From an optimization exercise on the open Yosys and OpenROAD flow, aimed at a short achievable clock period and few clock cycles; shortcuts taken in it are not production practice.
Only simulation tests tie the RTL to the original design; equivalence was not proved.
Power and IR drop assume default switching activity.

==> 09-09: inputs <==
==> flow/design.v <==
package cpuPkg;
    typedef logic [32-1:0] word_t;
    typedef logic [$clog2(16)-1:0] regIdx_t;
    typedef enum logic [3:0] {
        OP_AND   = 4'd0,
        OP_EOR   = 4'd1,
        OP_SUB   = 4'd2,
        OP_RSB   = 4'd3,
        OP_ADD   = 4'd4,
        OP_ORR   = 4'd12,
        OP_MOV   = 4'd13,
        OP_PASSA = 4'd14,
        OP_INC4  = 4'd15
    } aluOp_t;
    typedef enum logic [3:0] {
        FETCH0, FETCH1, DECODE, DPREG, DPIMM, MEMADDR,
        LOADWAIT, LOADWB, STOREDATA, STOREWAIT, HALT
    } microState_t;
    typedef enum logic [1:0] {SEQ, DISPATCH, WAITACK, STOP} nextSel_t;
    typedef enum logic [1:0] {A_RN, A_RD, A_PC} aSel_t;
    typedef enum logic [1:0] {B_REG, B_IMM8, B_OFF12, B_MDR} bSel_t;
    typedef struct packed {
        logic        regWrite;
        logic        irLoad;
        logic        marLoad;
        logic        mdrLoad;
        logic        mdrFromBus;
        logic        busReq;
        logic        busWrite;
        aSel_t       aSel;
        bSel_t       bSel;
        aluOp_t      aluOpSel;
        logic        useInstrOp;
        logic        cSelPc;
        nextSel_t    nextSel;
        microState_t target;
    } microWord_t;
endpackage
`timescale 1ns/100ps
module ksAdd #(parameter int W = 32) (
    input  logic [W-1:0] a,
    input  logic [W-1:0] b,
    input  logic         cin,
    output logic [W-1:0] s
);
    localparam int L = $clog2(W);
    logic [W-1:0] g [0:L];
    logic [W-1:0] p [0:L];
    logic [W-1:0] c;
    always_comb begin
        g[0] = a & b;
        p[0] = a ^ b;
        g[0][0] = (a[0] & b[0]) | ((a[0] ^ b[0]) & cin);
        for (int k = 0; k < L; k++) begin
            for (int i = 0; i < W; i++) begin
                if (i >= (1 << k)) begin
                    g[k+1][i] = g[k][i] | (p[k][i] & g[k][i - (1 << k)]);
                    p[k+1][i] = p[k][i] & p[k][i - (1 << k)];
                end else begin
                    g[k+1][i] = g[k][i];
                    p[k+1][i] = p[k][i];
                end
            end
        end
        c = {g[L][W-2:0], cin};
        s = (a ^ b) ^ c;
    end
endmodule
module ksAddPG #(parameter int W = 32) (
    input  logic [W-1:0] g,
    input  logic [W-1:0] p,
    input  logic         cin,
    output logic [W-1:0] s
);
    localparam int L = $clog2(W);
    logic [W-1:0] gg [0:L];
    logic [W-1:0] pp [0:L];
    always_comb begin
        gg[0] = g;
        pp[0] = p;
        gg[0][0] = g[0] | (p[0] & cin);
        for (int k = 0; k < L; k++) begin
            for (int i = 0; i < W; i++) begin
                if (i >= (1 << k)) begin
                    gg[k+1][i] = gg[k][i] | (pp[k][i] & gg[k][i - (1 << k)]);
                    pp[k+1][i] = pp[k][i] & pp[k][i - (1 << k)];
                end else begin
                    gg[k+1][i] = gg[k][i];
                    pp[k+1][i] = pp[k][i];
                end
            end
        end
        s = p ^ {gg[L][W-2:0], cin};
    end
endmodule
`timescale 1ns/100ps
module cpuTop (
    input  logic        Clk,
    input  logic        reset,
    output logic        Cyc,
    output logic        Stb,
    output logic        We,
    output logic [31:0] Adr,
    output logic [31:0] DatO,
    input  logic [31:0] DatI,
    input  logic        Ack,
    output logic        Halted
);
    logic clr;     
    logic fw;      
    logic lsr;     
    logic lsa;     
    logic lw;      
    logic rdv;     
    logic exv;     
    logic jf;      
    logic stbQ, weQ, haltQ;
    logic [31:0] ir, pc, adrQ, datoQ;
    logic [31:0] regs [0:14];
    logic [15:0] selD;                
    logic [15:0] selN, selM, selNn, selMn;
    logic [31:0] exG, exP;    
    logic        exCin, exPc, ldPc;
    logic [14:0] exWen;
    logic [3:0] dOp;
    logic       dOpOk, dDp, dLs, dPcw, dCont, dHalt, dJmpImm;
    assign dOp   = DatI[24:21];
    assign dOpOk = (dOp == 4'd0) || (dOp == 4'd1) || (dOp == 4'd2) || (dOp == 4'd3) ||
                   (dOp == 4'd4) || (dOp == 4'd12) || (dOp == 4'd13);
    assign dDp   = !DatI[20] && dOpOk &&
                   ((DatI[27:25] == 3'b000 && DatI[11:4] == 8'h00) ||
                    (DatI[27:25] == 3'b001 && DatI[11:8] == 4'h0));
    assign dLs   = (DatI[27:25] == 3'b010) && (DatI[24:21] == 4'b1100);
    assign dPcw  = (DatI[15:12] == 4'hf);
    assign dCont = dDp && !dPcw;
    assign dHalt = !dDp && !dLs;
    assign dJmpImm = dDp && dPcw && DatI[25] && (dOp == 4'd4);
    logic [31:0] va, vm, vd, vb;
    logic [31:0] rf [0:15];
    always_comb begin
        for (int i = 0; i < 15; i++) rf[i] = regs[i];
        rf[15] = pc;    
    end
    always_comb begin
        va = '0;
        vm = '0;
        vd = '0;
        for (int i = 0; i < 16; i++) begin
            va = va | (rf[i] & {{16{~selNn[i]}}, {16{selN[i]}}});
            vm = vm | (rf[i] & {{16{~selMn[i]}}, {16{selM[i]}}});
            vd = vd | (rf[i] & {32{selD[i]}});
        end
    end
    assign vb = vm | ({24'h0, ir[7:0]} & {32{ir[25]}});
    logic opAnd, opSub, opRsb, opOrr, opMov, opArith;
    logic [31:0] aIn, bIn;
    assign aIn = opRsb ? ~va : (opMov ? 32'h0 : va);
    assign bIn = opSub ? ~vb : vb;
    logic [31:0] baseQ, lsAdr;
    ksAdd #(.W(32)) uAdr (.a(baseQ), .b({20'h0, ir[11:0]}), .cin(1'b0), .s(lsAdr));
    logic [15:0] dSelN;
    logic [31:0] vaEarly;
    logic        baseHaz;    
    always_comb begin
        for (int i = 0; i < 16; i++) dSelN[i] = (DatI[19:16] == 4'(i));
        vaEarly = pc4 & {32{dSelN[15]}};
        for (int i = 0; i < 15; i++) vaEarly = vaEarly | (regs[i] & {32{dSelN[i]}});
    end
    assign baseHaz = exv && ((exWen & dSelN[14:0]) != 15'h0);
    logic [31:0] sum, pc4;
    logic        jmp;
    ksAddPG #(.W(32)) uSum (.g(exG), .p(exP), .cin(exCin), .s(sum));
    assign jmp = exv && exPc;
    assign pc4 = pc + 32'd4;
    logic ackNext;    
    assign ackNext = fw ? dCont : !ldPc;
    always_ff @(posedge Clk) begin
        clr <= reset;
        if (reset) begin
            fw    <= 1'b0;
            lsr   <= 1'b0;
            lsa   <= 1'b0;
            lw    <= 1'b0;
            rdv   <= 1'b0;
            jf    <= 1'b0;
            exv   <= 1'b0;
            stbQ  <= 1'b0;
            haltQ <= 1'b0;
        end else begin
            stbQ  <= Ack ? ackNext : (stbQ || clr || lsa || jmp || jf);
            fw    <= Ack ? ackNext : (fw || clr || jmp || jf);
            lw    <= Ack ? 1'b0 : (lw || lsa);
            lsr   <= Ack && fw && dLs && baseHaz;
            lsa   <= lsr || (Ack && fw && dLs && !baseHaz);
            rdv   <= Ack && fw && dDp && !(dJmpImm && !exv);
            jf    <= Ack && fw && dJmpImm && !exv;
            haltQ <= haltQ || (Ack && fw && dHalt);
            exv   <= rdv || (Ack && lw && !weQ);
        end
    end
    logic [31:0] adrNoAck, pcNoAck;
    always_comb begin
        if (clr)             adrNoAck = '0;
        else if (jmp)        adrNoAck = sum;
        else if (lsa || lw || jf) adrNoAck = lsAdr;
        else                 adrNoAck = pc;
        if (clr)      pcNoAck = '0;
        else if (jmp) pcNoAck = sum;
        else if (jf)  pcNoAck = lsAdr;
        else          pcNoAck = pc;
    end
    always_ff @(posedge Clk) begin
        if (fw) begin
            ir <= DatI;
            for (int i = 0; i < 16; i++) selD[i] <= (DatI[15:12] == 4'(i));
        end
        for (int i = 0; i < 16; i++) begin
            selN[i]  <= (DatI[19:16] == 4'(i));
            selNn[i] <= !(DatI[19:16] == 4'(i));
            selM[i]  <= !DatI[25] && (DatI[3:0] == 4'(i));
            selMn[i] <= !(!DatI[25] && (DatI[3:0] == 4'(i)));
        end
        opAnd <= (DatI[24:21] == 4'd0);
        opSub <= (DatI[24:21] == 4'd2);
        opRsb <= (DatI[24:21] == 4'd3);
        opOrr <= (DatI[24:21] == 4'd12);
        opMov <= (DatI[24:21] == 4'd13);
        opArith <= (DatI[24:21] == 4'd2) || (DatI[24:21] == 4'd3) || (DatI[24:21] == 4'd4);
        pc   <= (Ack && fw) ? pc4 : pcNoAck;
        adrQ <= Ack ? (fw ? pc4 : pc) : adrNoAck;
        datoQ <= vd;
        weQ   <= !ir[20] && (lsa || (lw && !Ack));
        if (fw || lsr) baseQ <= lsr ? va : vaEarly;
        if (lsa) begin
            ldPc  <= ir[20] && selD[15];
            exPc  <= selD[15];
            exWen <= selD[14:0];
        end
        if (lw) begin
            exP   <= DatI;
            exG   <= '0;
            exCin <= 1'b0;
        end else begin
            exP   <= opAnd ? (va & vb) : (opOrr ? (va | vb) : (aIn ^ bIn));
            exG   <= opArith ? (aIn & bIn) : 32'h0;
            exCin <= opSub || opRsb;
        end
        if (rdv) begin
            exPc  <= selD[15];
            exWen <= selD[14:0];
        end
        for (int i = 0; i < 15; i++) begin
            if (clr) regs[i] <= '0;
            else if (exv && exWen[i]) regs[i] <= sum;
        end
    end
    assign Cyc    = stbQ;
    assign Stb    = stbQ;
    assign We     = weQ;
    assign Adr    = adrQ;
    assign DatO   = datoQ;
    assign Halted = haltQ;
endmodule
==> flow/flow/run.sh <==
#!/bin/bash
set -euo pipefail
bash standard.sh SETUP_SLACK_MARGIN=6.5 finish > orfs_make.log 2>&1
==> flow/standard.sh <==
#!/bin/bash
# synth_recipe.tcl (not shown) runs the flow's synth.tcl, then flattens the netlist and writes it again
# the make line also repeats each setting of config.mk as NAME=value (left out here)
make -C /OpenROAD-flow-scripts/flow DESIGN_CONFIG=/design/flow/config.mk WORK_HOME=/design/flow/orfs CLKGATE_MAP_FILE= SYNTH_SCRIPT=/design/flow/synth_recipe.tcl "${@:-finish}"
==> flow/config.mk <==
export PLATFORM = sky130hd
export DESIGN_NAME = cpuTop
export DESIGN_NICKNAME = cpuTop
export VERILOG_FILES = /design/flow/design.v
export SDC_FILE = /design/flow/constraint.sdc
export NUM_CORES = 4
export LEC_CHECK = 0
export CAP_MARGIN = 20
export CORE_MARGIN = 2
export CORE_UTILIZATION = 35
export SETUP_SLACK_MARGIN = 5
export SLEW_MARGIN = 20
==> flow/constraint.sdc <==
create_clock -name core_clock -period 9.0 [get_ports {Clk}]
set_input_delay 1.8000 -clock core_clock [delete_from_list [all_inputs] [get_ports {Clk}]]
set_output_delay 1.8000 -clock core_clock [all_outputs]
set_load 0.01 [all_outputs]
==> inputs of 06-20, as changes to 09-09 <==
Settings changed: CORE_UTILIZATION 35 to 40.
==> qor summary <==
metric                                                          09-09        06-20
Clock network power                                           4270 uW      4030 uW
Proportion of final cell area spent on non-clock buffers        14.9%        15.1%
Longest individual stage delay on the worst path              0.51 ns      0.44 ns
Initial antenna violation count                                    32           15
Number of diodes                                                   36           22
Run status                                   timing/DRC/antenna clean  timing/DRC/antenna clean
Power dissipated in sequential cells                          3830 uW      3820 uW
Std cell rows                                                     129          121
Setup Fix Bufs, Post-CTS                                          358          379
Share of layout cells above drive strength 1                    32.6%        33.1%
Final cell area excluding filler cells                    61700 sq um  61400 sq um
Tap Count                                                        1637         1414
Global placer's final weighted congestion                        1.06         1.07
Testbench counts of 09-09, summed over its fixed seeds: cycles 59,977.
Testbench counts of 06-20, summed over its fixed seeds: cycles 59,977.

## static timing again, ports no longer ideal
The results above use ideal ports. As a check the final layouts listed here were re-extracted and re-timed, cells and wires unchanged.
Step 1 sets driving cells, clkbuf_16 on the clock port and buf_2 on the other inputs (assumed; they add their load-dependent delay and slew).
Step 2 times the ports against the registers' clock, not the clock port: input delays grow and output delays shrink by t, the midpoint of the rising clock arrivals with the driver on.
a / b / c = ideal ports / drivers / drivers and shift; a / b = the first two.
run | shift t [ns] | slack for setup (ns) | worst setup path at the end | worst slew at a driven data input, ns | pins driven straight from the clock port
09-09 | 0.796 | 5.945 / 5.910 / 5.162 | input to register | 0.22 | 1
06-20 | 0.772 | 5.870 / 5.870 / 5.297 | input to register | 0.15 | 1
After both steps setup and hold are still met in every run listed. The setup slack of 09-09, which loses most, moves by -0.035 ns with the drivers and by -0.783 ns with both steps.
